This is an optimization exercise on Yosys and OpenROAD, whose aim is small area, not a production implementation. At most, simulation tests tie the RTL to the original design; equivalence was not proved. Power is estimated from default activity; no workload was simulated.

==> run a: inputs <==
==> flow/design.v <==
module transpose_skew_buffer #(
    parameter int DIM  = 8,
    parameter int BITS = 8,
    parameter int SKEW = 1
) (
    input  logic                     clk,
    input  logic                     rst_n,
    input  logic                     clr,
    input  logic                     wr_valid,
    output logic                     wr_ready,
    input  logic [DIM-1:0][BITS-1:0] wr_data,
    input  logic                     mode,
    input  logic                     en,
    output logic [DIM-1:0][BITS-1:0] Aout,
    output logic                     out_valid,
    output logic                     tile_done,
    output logic                     busy
);
    localparam int LAST = 2*DIM-2;         
    localparam int JW   = DIM;             
    localparam int IW   = (DIM > 1) ? $clog2(DIM) : 1;
    logic [BITS-1:0]          wbuf [DIM][DIM];
    logic [BITS-1:0]          dbuf [DIM][DIM];
    logic [BITS-1:0]          last_reg;
    logic                     mode_reg;
    logic [1:0]               full_reg;
    logic                     wr_bank_reg;
    logic                     rd_bank_reg;
    logic [IW-1:0]            wr_idx_reg;
    logic [JW-1:0]            step0_reg;    
    logic [JW-1:0]            step1_reg;    
    logic [JW-1:0]            step_cur;
    logic                     busy_reg;
    logic                     shown_reg;    
    logic                     out_valid_reg;
    logic                     tile_done_reg;
    function automatic logic jis(input logic [JW-1:0] j, input int s);
        if (s == 0)       jis = !j[JW-1] && !j[0];
        else if (s < JW)  jis =  j[s-1] && !j[s];
        else if (s == JW) jis =  j[JW-1] && j[0];
        else              jis = !j[s-JW-1] && j[s-JW];
    endfunction
    logic                     wr_take;
    logic                     wr_fire;
    logic                     drain_fire;
    logic                     last_step;
    logic                     start_idle;
    logic                     start_next;
    logic                     load;
    logic [1:0]               full_set;
    logic [1:0]               full_clr;
    assign wr_take    = wr_valid && !full_reg[wr_bank_reg];
    assign wr_fire    = wr_take && !clr;
    assign drain_fire = busy_reg && en;
    assign step_cur   = step0_reg | step1_reg;
    assign last_step  = jis(step_cur, LAST);
    assign start_idle = !busy_reg && full_reg[rd_bank_reg];
    assign start_next = drain_fire && last_step && full_reg[~rd_bank_reg];
    assign load       = start_idle || start_next;
    assign full_set   = (wr_fire && wr_idx_reg == IW'(DIM-1)) ? (2'b01 << wr_bank_reg) : 2'b00;
    assign full_clr   = (drain_fire && last_step) ? (2'b01 << rd_bank_reg) : 2'b00;
    always_ff @(posedge clk) begin
        if (wr_take) begin
            for (int c = 0; c < DIM; c++)
                wbuf[0][c] <= wr_data[DIM-1-c];
            for (int r = 1; r < DIM; r++)
                for (int c = 0; c < DIM; c++)
                    wbuf[r][c] <= wbuf[r-1][c];
        end
    end
    always_ff @(posedge clk) begin
        if (load) begin
            mode_reg <= mode;
            for (int r = 0; r < DIM; r++)
                for (int c = 0; c < DIM; c++)
                    dbuf[r][c] <= wbuf[DIM-1-r][c];
        end
    end
    always_ff @(posedge clk) begin
        if (drain_fire && last_step)
            last_reg <= dbuf[DIM-1][DIM-1];
    end
    always_ff @(posedge clk or negedge rst_n) begin
        if (!rst_n) begin
            full_reg      <= '0;
            wr_bank_reg   <= 1'b0;
            rd_bank_reg   <= 1'b0;
            wr_idx_reg    <= '0;
            step0_reg     <= '0;
            step1_reg     <= '0;
            busy_reg      <= 1'b0;
            shown_reg     <= 1'b0;
            out_valid_reg <= 1'b0;
            tile_done_reg <= 1'b0;
        end else if (clr) begin
            full_reg      <= '0;
            wr_bank_reg   <= 1'b0;
            rd_bank_reg   <= 1'b0;
            wr_idx_reg    <= '0;
            step0_reg     <= '0;
            step1_reg     <= '0;
            busy_reg      <= 1'b0;
            shown_reg     <= 1'b0;
            out_valid_reg <= 1'b0;
            tile_done_reg <= 1'b0;
        end else begin
            full_reg <= (full_reg & ~full_clr) | full_set;
            if (wr_fire) begin
                wr_idx_reg <= wr_idx_reg + 1'b1;
                if (wr_idx_reg == IW'(DIM-1))
                    wr_bank_reg <= ~wr_bank_reg;
            end
            out_valid_reg <= drain_fire;
            tile_done_reg <= drain_fire && last_step;
            if (start_idle) begin
                busy_reg <= 1'b1;
            end else if (drain_fire) begin
                if (last_step) begin
                    shown_reg   <= 1'b1;
                    rd_bank_reg <= ~rd_bank_reg;
                    step0_reg   <= '0;
                    step1_reg   <= '0;
                    if (!full_reg[~rd_bank_reg])
                        busy_reg <= 1'b0;
                end else begin
                    if (mode_reg)
                        step1_reg <= {step1_reg[JW-2:0], ~step1_reg[JW-1]};
                    else
                        step0_reg <= {step0_reg[JW-2:0], ~step0_reg[JW-1]};
                end
            end
        end
    end
    logic            mid;
    logic [LAST:0]   sel_row;    
    logic [LAST:0]   sel_col;    
    assign mid = step_cur[0] || step_cur[JW-1];
    always_comb begin
        for (int t = 0; t <= LAST; t++) begin
            sel_row[t] = jis(step0_reg, t + 1);
            sel_col[t] = jis(step1_reg, t + 1);
        end
    end
    for (genvar gi = 0; gi < DIM; gi++) begin : g_lane
        logic [BITS-1:0] elem;
        always_comb begin
            elem = '0;
            for (int k = 0; k < DIM; k++) begin
                if (gi + k <= LAST - 1) begin
                    elem = elem | ({BITS{sel_row[gi + k]}} & dbuf[gi][k])
                                | ({BITS{sel_col[gi + k]}} & dbuf[k][gi]);
                end
            end
            if (gi == DIM-1)
                elem = elem | ({BITS{shown_reg && !mid}} & last_reg);
        end
        assign Aout[gi] = elem;
    end
    assign wr_ready  = !full_reg[wr_bank_reg];
    assign out_valid = out_valid_reg;
    assign tile_done = tile_done_reg;
    assign busy      = busy_reg;
endmodule
==> flow/flow/run.sh <==
#!/bin/bash
# The standard layout (standard.sh) with two changes:
#  - synthesis maps the combinational logic with an area-oriented abc script
#    (flow/synth.tcl wraps synth_recipe.tcl, which is otherwise unchanged);
#  - the port buffers that global placement inserts are made from the smallest buffer
#    instead of the flow's default choice. Every input and output port still gets one.
# Each step's full output is in orfs/logs/ as usual; make's output is in *_flow.log.
set -euo pipefail
cd "$(dirname "$0")/.."
here=$(pwd)
sed -e "s#SYNTH_SCRIPT=[^ ]*#SYNTH_SCRIPT=$here/flow/synth.tcl#" standard.sh > own_synth.sh
bash own_synth.sh synth > synth_flow.log 2>&1
export BUFFER_PORTS_ARGS="-buffer_cell sky130_fd_sc_hd__buf_1"
bash standard.sh > standard_flow.log 2>&1
==> flow/flow/area.abc <==
&get -n
&st
&syn2
&dch
&nf -a -R 1000
&put
==> flow/flow/synth.tcl <==
# The standard flow's synthesis script (synth_recipe.tcl, unchanged), with Yosys's abc pass given an
# area-oriented mapping script (flow/area.abc) in place of ORFS's speed script. Only the
# combinational logic between the registers is mapped by abc; the registers, their names
# and cell types come from the steps before it, as in the standard synthesis.
set ::own_abc_script [file join [file dirname [info script]] area.abc]
proc abc {args} {
  set i [lsearch -exact $args -script]
  if { $i >= 0 } {
    lset args [expr {$i + 1}] $::own_abc_script
  }
  yosys abc {*}$args
}
source [file join [file dirname [file dirname [info script]]] synth_recipe.tcl]
==> flow/standard.sh <==
#!/bin/bash
# synth_recipe.tcl (not shown) runs the flow's synth.tcl, then flattens the netlist and writes it again
# the make line also repeats each setting of config.mk as NAME=value (left out here)
make -C /OpenROAD-flow-scripts/flow DESIGN_CONFIG=/design/flow/config.mk WORK_HOME=/design/flow/orfs CLKGATE_MAP_FILE= SYNTH_SCRIPT=/design/flow/synth_recipe.tcl "${@:-finish}"
==> flow/config.mk <==
export PLATFORM = sky130hd
export DESIGN_NAME = transpose_skew_buffer
export DESIGN_NICKNAME = transpose_skew_buffer
export VERILOG_FILES = /design/flow/design.v
export SDC_FILE = /design/flow/constraint.sdc
export NUM_CORES = 4
export LEC_CHECK = 0
export CAP_MARGIN = 20
export CORE_MARGIN = 2
export CORE_UTILIZATION = 80
export CTS_BUF_LIST = sky130_fd_sc_hd__clkbuf_16
export CTS_CLUSTER_DIAMETER = 60
export CTS_CLUSTER_SIZE = 22
export SETUP_SLACK_MARGIN = 0.1
export SLEW_MARGIN = 20
==> flow/constraint.sdc <==
create_clock -name core_clock -period 5.0 [get_ports {clk}]
set_input_delay 1.0000 -clock core_clock [delete_from_list [all_inputs] [get_ports {clk}]]
set_output_delay 1.0000 -clock core_clock [all_outputs]
set_load 0.01 [all_outputs]
==> run b (differences from run a) <==
--- a/flow/design.v
+++ b/flow/design.v
@@ -62,9 +62,6 @@
     always_ff @(posedge clk) begin
-        if (wr_take) begin
-            for (int c = 0; c < DIM; c++)
-                wbuf[0][c] <= wr_data[DIM-1-c];
-            for (int r = 1; r < DIM; r++)
+        for (int r = 0; r < DIM; r++)
+            if (wr_take && wr_idx_reg == IW'(r))
                 for (int c = 0; c < DIM; c++)
-                    wbuf[r][c] <= wbuf[r-1][c];
-        end
+                    wbuf[r][c] <= wr_data[DIM-1-c];
     end
@@ -75,3 +72,3 @@
                 for (int c = 0; c < DIM; c++)
-                    dbuf[r][c] <= wbuf[DIM-1-r][c];
+                    dbuf[r][c] <= wbuf[r][c];
         end
==> flow/run.sh (new file) <==
#!/bin/bash
# synth_recipe.tcl (not shown) runs the flow's synth.tcl, then flattens the netlist and writes it again
# the make line also repeats each setting of config.mk as NAME=value (left out here)
make -C /OpenROAD-flow-scripts/flow DESIGN_CONFIG=/design/flow/config.mk WORK_HOME=/design/flow/orfs CLKGATE_MAP_FILE= SYNTH_SCRIPT=/design/flow/synth_recipe.tcl finish
- CORE_UTILIZATION: 80 -> 40
- CTS_BUF_LIST: sky130_fd_sc_hd__clkbuf_16 -> default
- CTS_CLUSTER_DIAMETER: 60 -> default
- CTS_CLUSTER_SIZE: 22 -> default
- SETUP_SLACK_MARGIN: 0.1 -> default
removed: flow/flow/run.sh
removed: flow/flow/area.abc
removed: flow/flow/synth.tcl
removed: flow/standard.sh
==> notes <==
In sequential cell count, run b and run a do not differ.
In run b the combinational power is smaller than in run a, by 41%.
Against run a, the setup slack of run b is worse by 0.22 ns.
Critical path depth is the same in run a and run b.
Between run a and run b, the lower final cell count is in run a (gap about 26%, measured against run b).
Sequential power is about the same in run b and run a.
In run b the die area is larger than in run a, by 110%.
Non-clock buffer count: run a is lower than run b (30).
Run b finished with timing, DRC and antenna clean. Run a produced a clean layout.
In run a the clock skew is higher than in run b, by 0.0018 ns.
In run b the area after synthesis is higher than in run a, by about 3.7%.
==> figures <==
| metric | run a | run b |
|---|---|---|
| Status | finished clean | finished clean |
| Number of inverters outside the clock class in the layout | 7 | 22 |
| Part of the Yosys area used for sequential elements | 86.38% | 83.31% |
| Adder and majority gate portion of the synthesized area | 0.06820% | 0.1973% |
| Initial standard-cell utilization of the core | 81.03% | 40.22% |
| Clk_buf instances | 56 | 133 |
| Highest clock rate | 223.2 MHz | 212.6 MHz |
| Share of total power in sequential cells | 65.5% | 56.1% |
| Placeable core region | 45280 um2 | 94590 um2 |
| Combinational Power Share | 2.9% | 1.5% |
| Clk_skew | 0.03072 ns | 0.02895 ns |
| Number of H-tree levels | 2 | 3 |
| Cell area after layout | 40280 um2 | 44820 um2 |
| Vertical die dimension | 218.2 um | 312.4 um |
| Source-to-sink clock delay at the later pin of the worst-skew pair | 0.65 ns | 0.68 ns |
| Via count of the first global-routing pass | 21800 | 21430 |
| Total iterations of the first detailed-routing run | 13 | 8 |
| Slowest CP cell | nor2b_4 | dfrtp_1 |
| Violation count after the first detailed-route iteration | 6423 | 4333 |
| Wire length on met3 | 18.54 mm | 14.21 mm |
| Power, Total | 15.51 mW | 17.60 mW |
| Mux contribution to synthesized area | 0.1091% | 0.07893% |
For run a, only the layout was checked, not whether the RTL still works.

static timing again, ports no longer ideal:
The flow's constraints put no driver on any port. The routed layouts listed below were extracted and timed again, unchanged, in two steps. Step 1: set_driving_cell puts a clkbuf_16 on clk and a buf_2 on each other input, an assumption about the parent block. Step 2, shift: input delay + t, output delay - t, t = (earliest + latest rising clock arrival at the registers) / 2. This alone moves slack from input paths to output paths. Slacks: no drivers / after step 1 / after step 2; pairs: no drivers / after step 1.
run	t, ns	setup WS [ns]	hold slack, ns	worst setup path after step 2	latest minus earliest clock arrival (ns)
run a	0.697	0.520 / 0.458 / 1.154	0.400 / 0.362 / 0.424	register to output	0.031 / 0.031
run b	0.730	0.297 / 0.232 / 0.963	0.402 / 0.402 / 0.402	register to output	0.035 / 0.035
After both steps every run listed still meets setup and hold.
